Background: an optimization exercise with open tools, aiming at small area, a short achievable clock period and few clock cycles per item. Do not read the settings as production practice.
The RTL was checked by simulation tests, not by an equivalence proof against the original design.

==> design/flow/design.v <==
package sudoku_pkg;
    localparam int BOX = 3;
    localparam int D = BOX * BOX;
    localparam int CELLS = D * D;
    typedef logic [D-1:0] cand_t;
    typedef enum logic [1:0] {IDLE, SCAN, CHECK, DONE} scan_state_t;
    typedef enum logic [1:0] {SOLVED, STALLED, CONTRADICTION, TIMEOUT} scan_status_t;
    function automatic int cell_off(input int r, input int c, input int n);
        cell_off = (r * n + c) * n;
    endfunction
endpackage
module sweep_box_update #(
    parameter int BOX = 3,
    localparam int N = BOX * BOX
) (
    input  logic [N*N-1:0]   cells,
    input  logic [BOX*N-1:0] row_agg,
    input  logic [BOX*N-1:0] col_agg,
    input  logic [N-1:0]     box_agg,
    output logic [N*N-1:0]   cells_new,
    output logic             changed
);
    logic [N*N-1:0] elim;
    always_comb begin
        elim = '0;
        for (int i = 0; i < N; i++)
            elim[i*N +: N] = $onehot(cells[i*N +: N]) ? cells[i*N +: N] :
                cells[i*N +: N] & ~(row_agg[(i/BOX)*N +: N] | col_agg[(i%BOX)*N +: N] | box_agg);
    end
    assign cells_new = elim;
    assign changed = cells_new != cells;
endmodule
module sudoku_sweep_engine #(
    parameter int BOX = 3,
    parameter int MAX_SWEEPS = 32,
    localparam int N = BOX * BOX,
    localparam int BW = $clog2(N),
    localparam int SW = $clog2(MAX_SWEEPS + 1)
) (
    input  logic             i_Clk,
    input  logic             i_Reset,
    input  logic             i_Start,
    input  logic [N*N*N-1:0] i_Grid,
    output logic             o_Busy,
    output logic             o_Done,
    output logic [1:0]       o_Status,
    output logic [SW-1:0]    o_Sweeps,
    output logic [N*N*N-1:0] o_Grid
);
    sudoku_pkg::scan_state_t state, state_n;
    sudoku_pkg::scan_status_t res;
    logic term, chg, changed, last_box, any_zero, all_one;
    logic [BW-1:0] box_idx;
    logic [N*N-1:0] row_or, col_or, box_or, box_cells, box_new;
    logic [BOX*N-1:0] row_sel, col_sel;
    logic [N-1:0] box_sel;
    assign o_Busy = state != sudoku_pkg::IDLE;
    assign o_Done = state == sudoku_pkg::DONE;
    assign last_box = box_idx == BW'(N - 1);
    always_comb begin
        row_or = '0;
        col_or = '0;
        box_or = '0;
        any_zero = 1'b0;
        all_one = 1'b1;
        for (int r = 0; r < N; r++)
            for (int c = 0; c < N; c++) begin
                if ($onehot(o_Grid[sudoku_pkg::cell_off(r, c, N) +: N])) begin
                    row_or[r*N +: N] = row_or[r*N +: N] | o_Grid[sudoku_pkg::cell_off(r, c, N) +: N];
                    col_or[c*N +: N] = col_or[c*N +: N] | o_Grid[sudoku_pkg::cell_off(r, c, N) +: N];
                    box_or[((r/BOX)*BOX + c/BOX)*N +: N] = box_or[((r/BOX)*BOX + c/BOX)*N +: N] | o_Grid[sudoku_pkg::cell_off(r, c, N) +: N];
                end else
                    all_one = 1'b0;
                if (o_Grid[sudoku_pkg::cell_off(r, c, N) +: N] == '0)
                    any_zero = 1'b1;
            end
    end
    always_comb begin
        box_cells = '0;
        row_sel = '0;
        col_sel = '0;
        box_sel = '0;
        for (int b = 0; b < N; b++)
            if (int'(box_idx) == b) begin
                for (int i = 0; i < N; i++)
                    box_cells[i*N +: N] = o_Grid[sudoku_pkg::cell_off((b/BOX)*BOX + i/BOX, (b%BOX)*BOX + i%BOX, N) +: N];
                for (int i = 0; i < BOX; i++) begin
                    row_sel[i*N +: N] = row_or[((b/BOX)*BOX + i)*N +: N];
                    col_sel[i*N +: N] = col_or[((b%BOX)*BOX + i)*N +: N];
                end
                box_sel = box_or[b*N +: N];
            end
    end
    sweep_box_update #(.BOX(BOX)) u_box (
        .cells    (box_cells),
        .row_agg  (row_sel),
        .col_agg  (col_sel),
        .box_agg  (box_sel),
        .cells_new(box_new),
        .changed  (changed)
    );
    always_comb begin
        state_n = state;
        term = 1'b0;
        res = sudoku_pkg::SOLVED;
        case (state)
            sudoku_pkg::IDLE:  state_n = i_Start ? sudoku_pkg::SCAN : sudoku_pkg::IDLE;
            sudoku_pkg::SCAN:  state_n = last_box ? sudoku_pkg::CHECK : sudoku_pkg::SCAN;
            sudoku_pkg::CHECK: begin
                term = any_zero || all_one || !chg || o_Sweeps == SW'(MAX_SWEEPS);
                res = any_zero ? sudoku_pkg::CONTRADICTION : all_one ? sudoku_pkg::SOLVED : !chg ? sudoku_pkg::STALLED : sudoku_pkg::TIMEOUT;
                state_n = term ? sudoku_pkg::DONE : sudoku_pkg::SCAN;
            end
            default: state_n = sudoku_pkg::IDLE;
        endcase
    end
    always_ff @(posedge i_Clk or posedge i_Reset) begin
        if (i_Reset) begin
            state <= sudoku_pkg::IDLE;
            o_Status <= 2'd0;
            o_Sweeps <= '0;
            o_Grid <= '0;
            box_idx <= '0;
            chg <= 1'b0;
        end else begin
            state <= state_n;
            case (state)
                sudoku_pkg::IDLE: if (i_Start) begin
                    o_Grid <= i_Grid;
                    o_Sweeps <= '0;
                    chg <= 1'b0;
                    box_idx <= '0;
                end
                sudoku_pkg::SCAN: begin
                    for (int b = 0; b < N; b++)
                        if (int'(box_idx) == b)
                            for (int i = 0; i < N; i++)
                                o_Grid[sudoku_pkg::cell_off((b/BOX)*BOX + i/BOX, (b%BOX)*BOX + i%BOX, N) +: N] <= box_new[i*N +: N];
                    chg <= chg | changed;
                    box_idx <= last_box ? '0 : box_idx + BW'(1);
                    if (last_box && o_Sweeps != SW'(MAX_SWEEPS))
                        o_Sweeps <= o_Sweeps + SW'(1);
                end
                sudoku_pkg::CHECK: if (term) o_Status <= res; else chg <= 1'b0;
                default: ;
            endcase
        end
    end
endmodule
==> design/flow/run.sh <==
#!/bin/bash
# synth_recipe.tcl (not shown) runs the flow's synth.tcl, then flattens the netlist and writes it again
# the make line also repeats each setting of config.mk as NAME=value (left out here)
make -C /OpenROAD-flow-scripts/flow DESIGN_CONFIG=/design/flow/config.mk WORK_HOME=/design/flow/orfs CLKGATE_MAP_FILE= SYNTH_SCRIPT=/design/flow/synth_recipe.tcl finish
==> design/flow/config.mk <==
export PLATFORM = sky130hd
export DESIGN_NAME = sudoku_sweep_engine
export DESIGN_NICKNAME = sudoku_sweep_engine
export VERILOG_FILES = /design/flow/design.v
export SDC_FILE = /design/flow/constraint.sdc
export NUM_CORES = 4
export LEC_CHECK = 0
export CAP_MARGIN = 30
export CORE_MARGIN = 2
export CORE_UTILIZATION = 25
export SLEW_MARGIN = 40
==> design/flow/constraint.sdc <==
create_clock -name core_clock -period 9.0 [get_ports {i_Clk}]
set_input_delay 1.8000 -clock core_clock [delete_from_list [all_inputs] [get_ports {i_Clk}]]
set_output_delay 1.8000 -clock core_clock [all_outputs]
set_load 0.01 [all_outputs]
==> metrics.cfg <==
[status]
status = no timing/DRC/antenna violations

[timing]
tns_ns = 0
relSlewSlack_pct = 27.5
max_freq_mhz = 116
slew_violations = 0
hold_viol_final = 0
worst_pin_slew_ns = 1.09
setup_violations = 0
grt_setup_unrepaired = false
fin_skew_ns = 0.0698
holdWs_ns = 0.520
layout_min_cycle_time_ns = 8.61
fin_crit_sh_pct = 95.6

[yosys]
syn_area_per_cell_um2 = 7.89
syn-num-nets = 10000
yosysUniqueCellTypes = 91
syn-cell-area_um2 = 67500
synth_top_area_cell = dfrtp_1
ys_ff_latch = 744
synth_edf_count = 0
async_flop_share_pct = 100
postSynthCellCount = 8562
ys_seq_area_share_pct = 27.6
ys.flop_type = dfrtp_1
yosysTopAreaCellShare_pct = 27.6
synth_common_cells = 1086 x nand2_1, 1075 x inv_1, 985 x nor2_1, 744 x dfrtp_1, 643 x a31oi_1
yosysMostFrequentCell = nand2_1
synth_area_leaders = dfrtp_1 28%, fa_1 13%, nand2_1 6.0%
yosysWarningCount = 2

[drt]
drt-initial-drc-count = 16900
vias_per_cell = 6.48
drc = 0
drt-total-wl_um = 754000
drtPass1Iterations = 13
detail-route-antenna-nets = 0
vias = 93000
routedWlPerCell_um = 52.6

[cells_and_area]
nets = 12100
drive_gt1_share_pct = 12.1
syn_to_final_growth_pct = 44.0

[floorplan]
core_um2 = 268000
die_y_um = 524
die_x_um = 524
io_pins = 1471
num_rows = 190
initial_core_util_pct = 25.2
die_area_um2 = 274000

[clocking]
clk_pin_slew_worst_paths_ns = 0.07
cts_setup_buffers = 0
h-tree-depth = 3
clk_path_buf_depth = 3
cts_tree = yes
clkLatencyLatePin_ns = 0.84
root_buffer = clkbuf_16
numCtsBuffers = 93
clock-sinks = 744
post_cts_resized = 0
hold_buffers = 0

[min_path]
hold_class = register to register

[critical_path]
crit_required_ns = 9.70
cp_max_fo = 41
critPathArrivalTime_ns = 9.31
crit_slowest_cell = ha_1
path_class = register to register
end_kind = register
cp-start-kind = register
critical_path.max_stage_delay_ns = 0.70

[grt]
overflow = 0
grt_max_degree = 166
grtUsageTotal_pct = 53.2
grt_pass1_vias = 84400
grt_pass1_wl_um = 939000
antenna_found_initial = 161

[placement]
numPortBuffers = 1470
hpwl_um = 623000
gp_congestion = 1.19

[job]
maxCapViolCount = 0

==> metal layers <==
layer	wire length (um)	global-route usage (%)	up-vias	share of wire (%)
met5	674	0.624	-	0.089
met4	86300	49.5	74	11
met3	101000	23.0	2401	13
met2	290000	71.2	9108	38
met1	277000	63.0	46700	37
li1	-	-	34700	-
==> logic make-up (layout without fill, tap and decap cells) <==
logic type	after synthesis	in the layout	share of synthesized area, %
fa+ha+maj	741	741	18.7
other cells	0	116	0
compound gates	2226	2226	22.4
mux	3	3	0.0482
flops	744	744	27.6
buf+inv	1577	3702	8.88
simple gates	3267	3267	22.3
xor+xnor	4	4	0.0519
==> through the flow <==
| step | utilization, % | instance area (um2) | instances | worst slack [ns] |
|---|---|---|---|---|
| 2_1_floorplan | - | 67500 | 8562 | -3.00 |
| 4_1_cts | 36.0 | 96700 | 14200 | 0.673 |
| 6_report | 36.2 | 97200 | 14400 | 0.395 |
| 5_1_grt | 36.1 | 97000 | 14300 | 0.162 |
| 3_5_place_dp | 34.9 | 93600 | 14100 | 0.653 |
| 3_3_place_gp | 34.8 | 93400 | 14000 | 0.752 |
==> sequential cells by signal (all words and copies together) (netlist names) <==
name,cells
o_Grid,729
state,2
o_Status,2
o_Sweeps,6
box_idx,4
chg,1
==> worst paths after layout <==
check,cells past startpoint,startpoint,to,slack (ns)
hold / removal,2,o_Status[0],o_Status[0],0.52
hold reg to reg,2,o_Status[0],o_Status[0],0.52
setup / recovery,32,box_idx[1],chg,0.39
min in group asynchronous,2,i_Reset,o_Grid[77],1.46
max in group asynchronous,5,i_Reset,o_Grid[710],5.57
setup reg to reg,32,box_idx[1],chg,0.39
==> cell usage in the layout, fill, tap and decap left out, types with 79 or more instances in the layout <==
| cell type | netlist | routed |
|---|---|---|
| nor2_1 | 985 | 976 |
| nand2_1 | 1086 | 1082 |
| a22oi_1 | 189 | 188 |
| clkdlybuf4s50_1 | 0 | 1470 |
| nand3_1 | 352 | 350 |
| buf_4 | 3 | 890 |
| ha_1 | 291 | 291 |
| buf_12 | 0 | 79 |
| a21oi_1 | 384 | 381 |
| diode_2 | 0 | 116 |
| fa_1 | 450 | 450 |
| clkbuf_16 | 0 | 93 |
| dfrtp_1 | 744 | 742 |
| inv_1 | 1075 | 1074 |
| nor3_1 | 88 | 82 |
| a221oi_1 | 122 | 120 |
| a222oi_1 | 96 | 96 |
| a31oi_1 | 643 | 643 |
| nand4_1 | 210 | 210 |
| o21ai_0 | 180 | 168 |
| nor4_1 | 144 | 142 |
==> critical path, delay by kind of cell (launching register included) <==
kind,cells,cell delay (ns)
AO/OA/AOI/OAI,10,2.31
adder cells (fa/ha/maj),6,2.79
buffers and inverters,8,1.32
flip-flops,1,0.43
AND/OR/NAND/NOR,8,1.62
==> cell type report <==
type                            count  area (um2)
Clock buffer                      129        2630
Timing Repair Buffer             2460       23200
Fill cell                       28300      171000
Inverter                         1076        4040
Antenna cell                      116         290
Sequential cell                   744       18600
Multi-Input combinational cell   6241       43500
Clock inverter                     37         458
Tap cell                         3552        4440
Testbench counts, summed over its fixed seeds: cycles 95,702, puzzles 2,400.

re-timing with driven ports:
How much do the figures lean on ideal ports? The routed layout below was timed once more, with nothing changed but the port constraints. Step 1 sets driving cells, clkbuf_16 on the clock port and buf_2 on the other inputs (assumed; they add their load-dependent delay and slew). Step 2 adds t to the input delays and takes it off the output delays; t is the mean of the earliest and latest rising clock arrival at the registers after step 1. Input paths then give back, and output paths get back, about the clock's delay inside the block. Three values: ideal ports, drivers, drivers and shift; two values: the first two.
t (ns): 0.902
slack for setup (ns): 0.395 / 0.395 / 0.395
hold slack, ns: 0.520 / 0.520 / 0.520
After both steps this run still meets setup and hold. For this run, drivers alone change the setup slack by 0.000 ns; drivers and shift together by 0.000 ns.
